What follows belongs to an exercise in optimizing a design on an open flow for small area and a short achievable clock period; a production flow would make more cautious choices.
Where RTL was checked, it was by simulation tests only, not by an equivalence proof against the original.
No activity file was given, so power comes from the tool's default toggle rates.

==> build 53 <==
==> flow/design.v (excerpt) <==
module cpu_alu #(
    parameter int WIDTH = pkg_cpu_alu::ALU_WIDTH
) (
    input  logic             clk,
    input  logic             rst,
    input  logic             in_valid,
    input  logic [WIDTH-1:0] a,
    input  logic [WIDTH-1:0] b,
    input  logic [3:0]       oper,
    input  logic [3:0]       flags_in,
    output logic             out_valid,
    output logic [WIDTH-1:0] result,
    output logic [3:0]       flags_out
);
==> flow/config.mk <==
export PLATFORM = sky130hd
export DESIGN_NAME = cpu_alu
export DESIGN_NICKNAME = cpu_alu
export VERILOG_FILES = /design/flow/design.v
export SDC_FILE = /design/flow/constraint.sdc
export NUM_CORES = 4
export LEC_CHECK = 0
export CAP_MARGIN = 20
export CORE_MARGIN = 2
export CORE_UTILIZATION = 40
export SLEW_MARGIN = 20
export SYNTH_HIERARCHICAL = 1
==> flow/constraint.sdc <==
create_clock -name core_clock -period 11.0 [get_ports {clk}]
set_input_delay 2.2000 -clock core_clock [delete_from_list [all_inputs] [get_ports {clk}]]
set_output_delay 2.2000 -clock core_clock [all_outputs]
set_load 0.01 [all_outputs]
run.sh (not shown) runs the stock make flow with config.mk's settings and CLKGATE_MAP_FILE= SYNTH_SCRIPT=/design/flow/synth_recipe.tcl, a recipe that flattens the netlist after the stock synthesis.
==> inputs of build 40, as changes to build 53 <==
- SYNTH_HIERARCHICAL: 1 -> unset
==> comparison table <==
item	build 53	build 40
Post-layout util	43.9%	44.6%
Number of synthesis warnings	9	3
Adder-cell area share of the yosys netlist	27.2%	26.7%
Status	finished clean	finished clean
Sequential-cell power consumption	0.186 mW	0.182 mW
Count of plain and timing-repair buffers	203	263
Largest net degree at the start of global routing	68	76
Portion of total power attributed to the clock network	6.4%	7.0%
FILL cells	5,212	5,487
Highest Clock Rate	98.8 MHz	97.4 MHz
Average routed wire per standard cell	27.6 um	28.0 um
Clock distribution power	0.137 mW	0.142 mW
Combined global-route utilization of all metal layers	29.9%	35.0%
No functional check of the RTL was part of any run of this note.

* * *

==> 01-11 <==
Another version of the RTL of cpu_alu (not shown whole).
==> flow/config.mk <==
export PLATFORM = sky130hd
export DESIGN_NAME = cpu_alu
export DESIGN_NICKNAME = cpu_alu
export VERILOG_FILES = /design/flow/design.v
export SDC_FILE = /design/flow/constraint.sdc
export NUM_CORES = 4
export LEC_CHECK = 0
export CAP_MARGIN = 20
export CORE_MARGIN = 2
export CORE_UTILIZATION = 60
export SETUP_SLACK_MARGIN = 3.3
export SLEW_MARGIN = 20
export SYNTH_HIERARCHICAL = 1
==> flow/constraint.sdc <==
create_clock -name core_clock -period 11.0 [get_ports {clk}]
set_input_delay 2.2000 -clock core_clock [delete_from_list [all_inputs] [get_ports {clk}]]
set_output_delay 2.2000 -clock core_clock [all_outputs]
set_load 0.01 [all_outputs]
standard.sh (not shown) runs the stock make flow with config.mk's settings and CLKGATE_MAP_FILE= SYNTH_SCRIPT=/design/flow/synth_recipe.tcl, a recipe that flattens the netlist after the stock synthesis.
==> flow/flow/run.sh <==
#!/bin/bash
# Standard layout, except that the port buffers are plain buf_2 cells instead of the
# resizer's default choice, and synthesis maps each module for a light output load, so that
# the one-gate modules get minimum-size cells (the resizer upsizes what timing needs).
set -e
export BUFFER_PORTS_ARGS="-buffer_cell sky130_fd_sc_hd__buf_2"
bash standard.sh finish ABC_LOAD_IN_FF=1 > standard.log 2>&1
==> inputs of 03-18, as changes to 01-11 <==
==> flow/flow/run.sh (replaced) <==
#!/bin/bash
# Standard layout, except that the port buffers are plain buf_2 cells instead of the
# resizer's default choice.
set -e
export BUFFER_PORTS_ARGS="-buffer_cell sky130_fd_sc_hd__buf_2"
bash standard.sh > standard.log 2>&1
--- a/flow/config.mk
+++ b/flow/config.mk
@@ -10,3 +10,3 @@
 export CORE_UTILIZATION = 60
-export SETUP_SLACK_MARGIN = 3.3
+export SETUP_SLACK_MARGIN = 3.4
 export SLEW_MARGIN = 20
==> inputs of 05-05, as changes to 01-11 <==
==> flow/flow/run.sh (replaced) <==
#!/bin/bash
# Standard layout, except that the port buffers are plain buf_2 cells instead of the
# resizer's default choice.
set -e
export BUFFER_PORTS_ARGS="-buffer_cell sky130_fd_sc_hd__buf_2"
bash standard.sh > standard.log 2>&1
--- a/flow/config.mk
+++ b/flow/config.mk
@@ -10,3 +10,3 @@
 export CORE_UTILIZATION = 60
-export SETUP_SLACK_MARGIN = 3.3
+export SETUP_SLACK_MARGIN = 3.2
 export SLEW_MARGIN = 20
==> inputs of 12-04, as changes to 01-11 <==
==> flow/flow/run.sh (replaced) <==
#!/bin/bash
# Standard layout, except that the port buffers are plain buf_2 cells instead of the
# resizer's default choice.
set -e
export BUFFER_PORTS_ARGS="-buffer_cell sky130_fd_sc_hd__buf_2"
bash standard.sh > standard.log 2>&1
--- a/flow/config.mk
+++ b/flow/config.mk
@@ -9,3 +9,3 @@
 export CORE_MARGIN = 2
-export CORE_UTILIZATION = 60
+export CORE_UTILIZATION = 55
 export SETUP_SLACK_MARGIN = 3.3
==> qor summary <==
quantity                                                                 12-04        05-05        03-18        01-11
Initial Utilization                                                      0.556        0.605        0.605        0.604
RSZ-0062 raised after global routing                                       yes           no          yes          yes
Clock-cell share of area                                               0.00696      0.00700      0.00689      0.00703
Length of routed wiring on met1                                        31.4 mm      29.4 mm      30.2 mm      28.8 mm
Count of antenna diodes in the layout                                        0            0            0            1
Result of the run                             no timing/DRC/antenna violations  no timing/DRC/antenna violations  no timing/DRC/antenna violations  no timing/DRC/antenna violations
Area of the multi-input gates                                      18400 sq um  18400 sq um  18600 sq um  18300 sq um
Part of the cycle the worst path needs                                   0.693        0.696        0.681        0.688
All-Layer GR Usage                                                       0.384        0.401        0.404        0.398
Highest routed metal layer                                                met4         met4         met5         met4
Global Route met1 Usage                                                  0.527        0.547        0.553        0.541
Peak Freq                                                              131 MHz      131 MHz      133 MHz      132 MHz
Iteration-0 DRC count of the detailed router                              1776         1998         2113         2011
Clock network power                                                   0.147 mW     0.147 mW     0.147 mW     0.144 mW
Bufs w/o clock                                                             170          167          179          165
Leakage component of the power                                         8.65 nW      8.62 nW      8.75 nW      8.64 nW
Area fraction in and, or, nand and nor cells after synthesis            0.0890       0.0890       0.0890       0.0893
Number of antenna violations at the first check in global routing            0            0            1            1
Power dissipated in combinational cells                                4.23 mW      4.13 mW      4.35 mW      4.05 mW
Post-synthesis instance total                                             2378         2378         2378         2379
Number of resized instances in the post-cts repair step                     55           45           67           51
Sequential share of cell area                                           0.0334       0.0336       0.0331       0.0337
No run of this note included a check of the RTL's function; only the layout flow was run.

* * *

==> inputs of run A <==
cpu_alu, a different RTL version from the one above (not shown whole).
// cpu_alu
module cpu_alu #(
    parameter int WIDTH = pkg_cpu_alu::ALU_WIDTH
) (
    input  logic             clk,
    input  logic             rst,
    input  logic             in_valid,
    input  logic [WIDTH-1:0] a,
    input  logic [WIDTH-1:0] b,
    input  logic [3:0]       oper,
    input  logic [3:0]       flags_in,
    output logic             out_valid,
    output logic [WIDTH-1:0] result,
    output logic [3:0]       flags_out
);
==> flow/config.mk <==
export PLATFORM = sky130hd
export DESIGN_NAME = cpu_alu
export DESIGN_NICKNAME = cpu_alu
export VERILOG_FILES = /design/flow/design.v
export SDC_FILE = /design/flow/constraint.sdc
export NUM_CORES = 4
export LEC_CHECK = 0
export CAP_MARGIN = 20
export CORE_MARGIN = 2
export CORE_UTILIZATION = 60
export SETUP_SLACK_MARGIN = 3.4
export SLEW_MARGIN = 20
export SYNTH_HIERARCHICAL = 1
==> flow/constraint.sdc <==
create_clock -name core_clock -period 11.0 [get_ports {clk}]
set_input_delay 2.2000 -clock core_clock [delete_from_list [all_inputs] [get_ports {clk}]]
set_output_delay 2.2000 -clock core_clock [all_outputs]
set_load 0.01 [all_outputs]
==> flow/flow/run.sh <==
#!/bin/bash
# Standard layout, except that the port buffers are plain buf_2 cells instead of the
# resizer's default choice.
set -e
export BUFFER_PORTS_ARGS="-buffer_cell sky130_fd_sc_hd__buf_2"
bash standard.sh > standard.log 2>&1
==> inputs of run H, as changes to run A <==
- SETUP_SLACK_MARGIN: 3.4 -> 3
==> comparison table <==
                                                       run A       run H
DR pass1 iterations                                        8           6
Net count, final                                        2886        2827
Clock-cell share of area                             0.7414%     0.7734%
Worst Setup EP                                  r_result[24]  r_flags[0]
Cell at the slowest stage of the critical path          ha_1        fa_1
Slew headroom                                         21.92%      21.34%
Net switching share of the total power                53.39%      53.44%
Fill cell instance count of the final layout            2865        2988
Period utilization                                    68.75%      71.04%
Detailed Route Iter0 Violations                         2079        2093
Nonclk inv count                                         180         177
Outcome                     no timing/DRC/antenna violations  no timing/DRC/antenna violations
Total area of multi-input combinational cells      19080 µm²   18760 µm²
Register fraction of the total cell area              3.117%      3.252%
Worst Hold Margin                                   2.070 ns    2.070 ns
Routed length per placed instance                   26.10 µm    25.62 µm
No run of this note included a check of the RTL's function; only the layout flow was run.

* * *

==> build 88 <==
cpu_alu, a different RTL version from the one above (not shown whole).
Settings: LEC_CHECK=0, CAP_MARGIN=20, CORE_MARGIN=2, CORE_UTILIZATION=60, SETUP_SLACK_MARGIN=3.4, SLEW_MARGIN=20, SYNTH_HIERARCHICAL=1; clock period 11.0 ns.
Scripts as last shown in full above: flow/flow/run.sh
==> build 41: changes against build 88 <==
- PLACE_DENSITY: unset -> 0.75
==> build 13: changes against build 88 <==
==> flow/flow/run.sh (replaced) <==
#!/bin/bash
# Standard layout, except that the port buffers are plain buf_2 cells instead of the
# resizer's default choice, and synthesis maps each module for a light output load, so that
# the one-gate modules get minimum-size cells (the resizer upsizes what timing needs).
set -e
export BUFFER_PORTS_ARGS="-buffer_cell sky130_fd_sc_hd__buf_2"
bash standard.sh finish ABC_LOAD_IN_FF=1 > standard.log 2>&1
==> qor summary <==
| quantity | build 41 | build 88 | build 13 |
|---|---|---|---|
| Initial antenna violation count | 1 | 1 | 0 |
| Worst IR Drop VDD | 279 uV | 331 uV | 300 uV |
| Total buffers and inverters traversed by the critical path | 1 | 3 | 2 |
| Placed cell count | 2819 | 2816 | 2821 |
| Area growth, synth to finish | 7.02% | 7.86% | 7.95% |
| Wire length on met1 | 27.4 mm | 29.3 mm | 29.6 mm |
| Sequential cell power | 194 uW | 196 uW | 196 uW |
| Status | no timing/DRC/antenna violations | no timing/DRC/antenna violations | no timing/DRC/antenna violations |
| Final clock-cell share | 0.00777 | 0.00702 | 0.00675 |
| Number of clock buffers in the layout | 5 | 7 | 8 |
| Static leakage power | 0.00864 uW | 0.00870 uW | 0.00873 uW |
| Area share of the largest cell type after synthesis | 0.209 | 0.209 | 0.209 |
| Met1 Resource Use GR | 0.517 | 0.548 | 0.544 |
| Avg WL per Cell | 24.7 um | 25.4 um | 25.2 um |
| WL met3 | 8.10 mm | 7.31 mm | 6.93 mm |
| Arithmetic-cell share of the synthesized area counting full adders, half adders and majority gates | 0.250 | 0.250 | 0.251 |
| Design area | 0.0216 sq mm | 0.0217 sq mm | 0.0217 sq mm |
| Largest stage delay on the critical path | 570 ps | 540 ps | 530 ps |
| Routed wire length | 70.5 mm | 72.4 mm | 72.1 mm |

[afterwards: timing with drivers on the ports]
No port has a modelled driver above. Below, the same layouts with a new extraction and two added sets of constraints.
Step 1, drivers: a clkbuf_16 drives clk and a buf_2 each remaining input, both assumed.
Step 2 moves the port delays by t, midway between the first and last clock arrival at a register: inputs arrive t later, outputs are due t later. That takes back most of the time a late clock gives input paths.
Three values: no drivers, after step 1, after step 2; two values: the first two.
run | t (ns) | setup slack, ns | cell pins on the clock port's net
build 53 | 0.306 | 0.879 / 0.884 / 0.578 | 1
build 40 | 0.297 | 0.729 / 0.728 / 0.431 | 1
01-11 | 0.319 | 3.434 / 3.444 / 3.126 | 1
03-18 | 0.320 | 3.508 / 3.497 / 3.178 | 1
05-05 | 0.324 | 3.347 / 3.357 / 3.033 | 1
12-04 | 0.323 | 3.378 / 3.384 / 3.061 | 1
run A | 0.307 | 3.437 / 3.446 / 3.139 | 1
run H | 0.307 | 3.185 / 3.197 / 2.890 | 1
build 88 | 0.321 | 3.517 / 3.519 / 3.198 | 1
build 41 | 0.319 | 3.487 / 3.472 / 3.153 | 1
build 13 | 0.317 | 3.511 / 3.524 / 3.207 | 1
After both steps every run listed still meets setup and hold. The setup slack of build 41, which loses most, moves by -0.015 ns with the drivers and by -0.334 ns with both steps.
